This design comes from an exercise in tuning for small area, a short achievable clock period and few clock cycles on the open sky130 flow, not from production work.
At most, simulation tests tie the RTL to the original design; equivalence was not proved.
Power figures rest on the tool's default switching activity, not on a simulated workload.

==> onyx <==
==> flow/design.v (excerpt) <==
module alpha_calc_param #(
  parameter int DATA_WIDTH   = 16,
  parameter int MAX_SIZE_LOG = 8,
  parameter int ALPHA_WIDTH  = 10,
  parameter int ALPHA_FRAC   = 9
) (
  input  logic                   clk,
  input  logic                   rst,
  input  logic                   x_valid,
  output logic                   x_ready,
  input  logic [DATA_WIDTH-1:0]  x_data,
  input  logic                   xhat_valid,
  output logic                   xhat_ready,
  input  logic [DATA_WIDTH-1:0]  xhat_data,
  input  logic                   xhat_last_s,
  input  logic                   xmean_valid,
  output logic                   xmean_ready,
  input  logic [DATA_WIDTH-1:0]  xmean_data,
  input  logic                   xhatmean_valid,
  output logic                   xhatmean_ready,
  input  logic [DATA_WIDTH-1:0]  xhatmean_data,
  output logic                   alpha_valid,
  input  logic                   alpha_ready,
  output logic [ALPHA_WIDTH-1:0] alpha_data
);
==> flow/config.mk <==
export PLATFORM = sky130hd
export DESIGN_NAME = alpha_calc_param
export DESIGN_NICKNAME = alpha_calc_param
export VERILOG_FILES = /design/flow/design.v
export SDC_FILE = /design/flow/constraint.sdc
export NUM_CORES = 4
export LEC_CHECK = 0
export CAP_MARGIN = 20
export CORE_MARGIN = 2
export CORE_UTILIZATION = 40
export SETUP_SLACK_MARGIN = 5
export SLEW_MARGIN = 20
export SYNTH_HIERARCHICAL = 1
export SYNTH_MINIMUM_KEEP_SIZE = 0
==> flow/constraint.sdc <==
create_clock -name core_clock -period 12.0 [get_ports {clk}]
set_input_delay 2.4000 -clock core_clock [delete_from_list [all_inputs] [get_ports {clk}]]
set_output_delay 2.4000 -clock core_clock [all_outputs]
set_load 0.01 [all_outputs]
standard.sh (not shown) runs the stock make flow with config.mk's settings and CLKGATE_MAP_FILE= SYNTH_SCRIPT=/design/flow/synth_recipe.tcl, a recipe that flattens the netlist after the stock synthesis.
==> flow/flow/run.sh <==
#!/bin/bash
set -euo pipefail
bash standard.sh synth > synth.log 2>&1
bash standard.sh SETUP_SLACK_MARGIN=8.5 "BUFFER_PORTS_ARGS=-buffer_cell sky130_fd_sc_hd__buf_2" finish > layout.log 2>&1
==> inputs of raven, as changes to onyx <==
--- a/flow/design.v
+++ b/flow/design.v
@@ -1137,19 +1137,17 @@
       xhatmean_q <= xhatmean_data;
     end
     if (mean_hs)
       cnt_q <= '0;
     else if (pair_hs)
       cnt_q <= cnt_q + 1'b1;
-    if (pair_hs) begin
-      dx_q <= $signed({1'b0, x_data}) - $signed({1'b0, xmean_q});
+    dx_q <= $signed({1'b0, x_data}) - $signed({1'b0, xmean_q});
+    if (pair_hs)
       dh_q <= $signed({1'b0, xhat_data}) - $signed({1'b0, xhatmean_q});
-    end else begin
-      dx_q <= '0;
+    else
       dh_q <= '0;
-    end
     npa_q  <= np_a[33:0];
     npb_q  <= np_b[33:0];
     nph_q0 <= np_a[34];
     nph_q1 <= np_b[34];
     dpa_q  <= dp_a;
     dpb_q  <= dp_b;
==> flow/flow/run.sh (replaced) <==
#!/bin/bash
set -euo pipefail
bash standard.sh synth > synth.log 2>&1
bash standard.sh SETUP_SLACK_MARGIN=8.2 "BUFFER_PORTS_ARGS=-buffer_cell sky130_fd_sc_hd__buf_2" finish > layout.log 2>&1
==> results.sh <==
export IMPL_status="no timing/DRC/antenna violations"
export IMPL_seq_area_frac=0.254
export IMPL_regArea_um2=8830
export IMPL_max_freq_mhz=262
export IMPL_synthTopCellsByCount="nor2_1 (431), a21oi_1 (414), dfxtp_1 (296)"
That was raven.
==> results.sh <==
export IMPL_max_freq_mhz=262
export IMPL_synthTopCellsByCount="nor2_1 (421), a21oi_1 (397), dfxtp_1 (296)"
export IMPL_p_sw_mw=3.59
export IMPL_seq_area_frac=0.243
export IMPL_coreArea_um2=76200
export IMPL_htreeDepth=2
export IMPL_status="no timing/DRC/antenna violations"
export IMPL_r2r_end="npb_q[18]$_DFF_P_"
That was onyx.
Testbench counts of raven, summed over its fixed seeds: cycles 24,535.
The RTL of onyx was laid out without a check of its function.

========
==> job 7032 <==
alpha_calc_param, a different RTL version from the one above (not shown whole).
export LEC_CHECK = 0
export CAP_MARGIN = 20
export CORE_MARGIN = 2
export CORE_UTILIZATION = 40
export SETUP_SLACK_MARGIN = 5
export SLEW_MARGIN = 20
export SYNTH_HIERARCHICAL = 1
export SYNTH_MINIMUM_KEEP_SIZE = 0
create_clock -name core_clock -period 12.0 [get_ports {clk}]
==> flow/flow/run.sh <==
#!/bin/bash
set -euo pipefail
bash standard.sh synth > synth.log 2>&1
bash standard.sh SETUP_SLACK_MARGIN=8.4 \
  "BUFFER_PORTS_ARGS=-buffer_cell sky130_fd_sc_hd__buf_2" \
  "CTS_ARGS=-sink_clustering_enable -repair_clock_nets -dont_use_dummy_load" \
  finish > layout.log 2>&1
==> job 4447: changes against job 7032 <==
==> flow/flow/run.sh (replaced) <==
#!/bin/bash
set -euo pipefail
bash standard.sh synth > synth.log 2>&1
bash standard.sh SETUP_SLACK_MARGIN=8.2 \
  "BUFFER_PORTS_ARGS=-buffer_cell sky130_fd_sc_hd__buf_2" \
  "CTS_ARGS=-sink_clustering_enable -repair_clock_nets -dont_use_dummy_load" \
  finish > layout.log 2>&1
==> job 3780: changes against job 7032 <==
--- a/flow/design.v
+++ b/flow/design.v
@@ -35,17 +35,17 @@
   logic [MAX_SIZE_LOG-1:0] cnt_q;        
   logic [1:0]              nres_q;       
   logic                    fin_q;        
   logic                    pend_q;       
   logic                    busy_q;       
   logic                    aval_q;       
   logic [SC_W-1:0]         step_q;
   logic                    sat_q, pos_q, lsb_q;
-  logic signed [D_W-1:0]   nxmean_q, nxhatmean_q;   
+  logic [DATA_WIDTH-1:0]   xmean_q, xhatmean_q;
   logic signed [D_W-1:0]   dx_q, dh_q;
   logic                    last_q;       
   logic                    last1_q;      
   logic                    init_q;       
   logic                    clr;          
   logic signed [ACC_W-1:0] num_q;
   logic [DEN_W-1:0]        den_q;
   logic [ACC_W-1:0]        r_q;
@@ -1128,26 +1128,26 @@
   assign den_ta = {den_q[39], den_q[38], den_q[37], den_q[36], den_q[35], den_q[34], den_q[33], da_c31, da_c30, da_c29, da_c28, da_c27, da_c26, da_c25, da_c24, da_c23, da_c22, da_c21, da_c20, da_c19, da_c18, da_c17, da_c16, da_c15, da_c14, da_c13, da_c12, da_c11, da_c10, da_c9, da_c8, da_c7, da_c6, da_c5, da_c4, da_c3, da_c2, da_c1, da_c0, da_s0};
   assign den_tb = {1'b0, 1'b0, 1'b0, 1'b0, 1'b0, 1'b0, 1'b0, den_q[32], da_s31, da_s30, da_s29, da_s28, da_s27, da_s26, da_s25, da_s24, da_s23, da_s22, da_s21, da_s20, da_s19, da_s18, da_s17, da_s16, da_s15, da_s14, da_s13, da_s12, da_s11, da_s10, da_s9, da_s8, da_s7, da_s6, da_s5, da_s4, da_s3, da_s2, da_s1, dpb_q[0]};
   logic [ACC_W:0] sub;
   logic           ge;
   assign sub = {1'b0, r_q} - {2'b0, d_q};
   assign ge  = ~sub[ACC_W];
   always_ff @(posedge clk) begin
     if (mean_hs) begin
-      nxmean_q    <= -$signed({1'b0, xmean_data});
-      nxhatmean_q <= -$signed({1'b0, xhatmean_data});
+      xmean_q    <= xmean_data;
+      xhatmean_q <= xhatmean_data;
     end
     if (mean_hs)
       cnt_q <= '0;
     else if (pair_hs)
       cnt_q <= cnt_q + 1'b1;
-    dx_q <= $signed({1'b0, x_data}) + nxmean_q;
+    dx_q <= $signed({1'b0, x_data}) - $signed({1'b0, xmean_q});
     if (pair_hs)
-      dh_q <= $signed({1'b0, xhat_data}) + nxhatmean_q;
+      dh_q <= $signed({1'b0, xhat_data}) - $signed({1'b0, xhatmean_q});
     else
       dh_q <= '0;
     npa_q  <= np_a[33:0];
     npb_q  <= np_b[33:0];
     nph_q0 <= np_a[34];
     nph_q1 <= np_b[34];
     dpa_q  <= dp_a;
     dpb_q  <= dp_b;
==> flow/flow/run.sh (replaced) <==
#!/bin/bash
set -euo pipefail
bash standard.sh synth > synth.log 2>&1
bash standard.sh SETUP_SLACK_MARGIN=8.2 \
  "BUFFER_PORTS_ARGS=-buffer_cell sky130_fd_sc_hd__buf_2" \
  "CTS_ARGS=-sink_clustering_enable -repair_clock_nets -dont_use_dummy_load" \
  finish > layout.log 2>&1
==> summary of the runs <==
Against job 4447, the critical path depth of job 3780 is higher by 2.
Clock skew: job 4447 < job 7032 < job 3780.
Against job 7032, the fmax of job 3780 is larger by 1.7%.
Of job 7032 and job 4447, job 7032 has the higher utilization (gap 2.6 points).
In job 7032 the non-clock buffer count is higher than in job 3780, by 129.
==> figures <==
|  | job 7032 | job 3780 | job 4447 |
|---|---|---|---|
| Outcome | finished clean | finished clean | finished clean |
| Clock slew at reported path FFs | 0.06 ns | 0.05 ns | 0.05 ns |
| Area of the multi-input gates | 22000 sq um | 21000 sq um | 21400 sq um |
| Drt total wl | 96700 microns | 86700 microns | 89700 microns |
| Power density cells | 229 nW/um^2 | 233 nW/um^2 | 231 nW/um^2 |
| Power attributed to combinational cells | 0.00510 W | 0.00470 W | 0.00476 W |
| Starting density of the core | 0.404 | 0.405 | 0.404 |
| Cells after Synth | 3579 | 3524 | 3579 |
| Routed wirelength normalized by instance count | 20.6 microns | 19.3 microns | 19.6 microns |
| Number of fill cells in the layout | 7209 | 7394 | 7451 |
| Fmax | 256 MHz | 260 MHz | 253 MHz |
| First-iteration detailed-routing DRC count | 2865 | 2267 | 2461 |
Testbench counts of job 3780, summed over its fixed seeds: cycles 24,535.
No functional check of the RTL was part of job 7032 and job 4447.

========
==> trial 24: inputs <==
Another version of the RTL of alpha_calc_param (not shown whole).
clock: 12.0 ns
lec_check: 0
cap_margin: 20
core_margin: 2
core_utilization: 40
setup_slack_margin: 5
slew_margin: 20
synth_hierarchical: 1
synth_minimum_keep_size: 0
run.sh (not shown) runs the stock make flow with config.mk's settings and CLKGATE_MAP_FILE= SYNTH_SCRIPT=/design/flow/synth_recipe.tcl, a recipe that flattens the netlist after the stock synthesis.
Stock flow here: none of the scripts above is used.
==> trial 56: changes against trial 24 <==
==> flow/flow/run.sh (new file) <==
#!/bin/bash
set -euo pipefail
bash standard.sh synth > synth.log 2>&1
bash standard.sh SETUP_SLACK_MARGIN=8.5 finish > layout.log 2>&1
==> flow/standard.sh (new file) <==
#!/bin/bash
# synth_recipe.tcl (not shown) runs the flow's synth.tcl, then flattens the netlist and writes it again
# the make line also repeats each setting of config.mk as NAME=value (left out here)
make -C /OpenROAD-flow-scripts/flow DESIGN_CONFIG=/design/flow/config.mk WORK_HOME=/design/flow/orfs CLKGATE_MAP_FILE= SYNTH_SCRIPT=/design/flow/synth_recipe.tcl "${@:-finish}"
removed: flow/run.sh
==> comparison <==
Against trial 56, the sequential share of layout area of trial 24 is higher by 3.7 points.
Between trial 56 and trial 24, the lower first-iteration DRC count is in trial 24 (gap about 30%, measured against trial 24).
In trial 24 the maximum frequency is lower than in trial 56, by 22%.
Of trial 56 and trial 24, trial 56 has the higher worst setup slack (gap 1.2 ns).
Between trial 24 and trial 56, the lower routed wire length is in trial 24 (gap about 15%, measured against trial 56).
In trial 24 the core utilization is lower than in trial 56, by 7.7 points.
Testbench counts of trial 24, summed over its fixed seeds: cycles 24,535.
Testbench counts of trial 56, summed over its fixed seeds: cycles 24,535.

what the ideal ports hide:
The flow's constraints put no driver on any port. The routed layouts listed below were extracted and timed again, unchanged, in two steps.
Step 1 sets driving cells, clkbuf_16 on the clock port and buf_2 on the other inputs (assumed; they add their load-dependent delay and slew).
Step 2, shift: input delay + t, output delay - t, t = (earliest + latest rising clock arrival at the registers) / 2. This alone moves slack from input paths to output paths.
Three values: no drivers, after step 1, after step 2; two values: the first two.
| run | shift t [ns] | setup WS [ns] | latest minus earliest clock arrival (ns) | pins driven straight from the clock port |
|---|---|---|---|---|
| onyx | 0.664 | 8.179 / 8.194 / 7.530 | 0.036 / 0.036 | 1 |
| raven | 0.654 | 8.187 / 8.200 / 7.546 | 0.024 / 0.024 | 1 |
| job 7032 | 0.638 | 8.090 / 8.111 / 7.473 | 0.057 / 0.058 | 1 |
| job 4447 | 0.625 | 8.044 / 8.069 / 7.443 | 0.053 / 0.053 | 1 |
| job 3780 | 0.632 | 8.155 / 8.168 / 7.536 | 0.063 / 0.064 | 1 |
| trial 24 | 0.638 | 6.747 / 6.747 / 6.376 | 0.034 / 0.034 | 1 |
| trial 56 | 0.643 | 7.899 / 7.909 / 7.266 | 0.050 / 0.050 | 1 |
After both steps setup and hold are still met in every run listed. The setup slack of onyx, which loses most, moves by +0.015 ns with the drivers and by -0.649 ns with both steps.
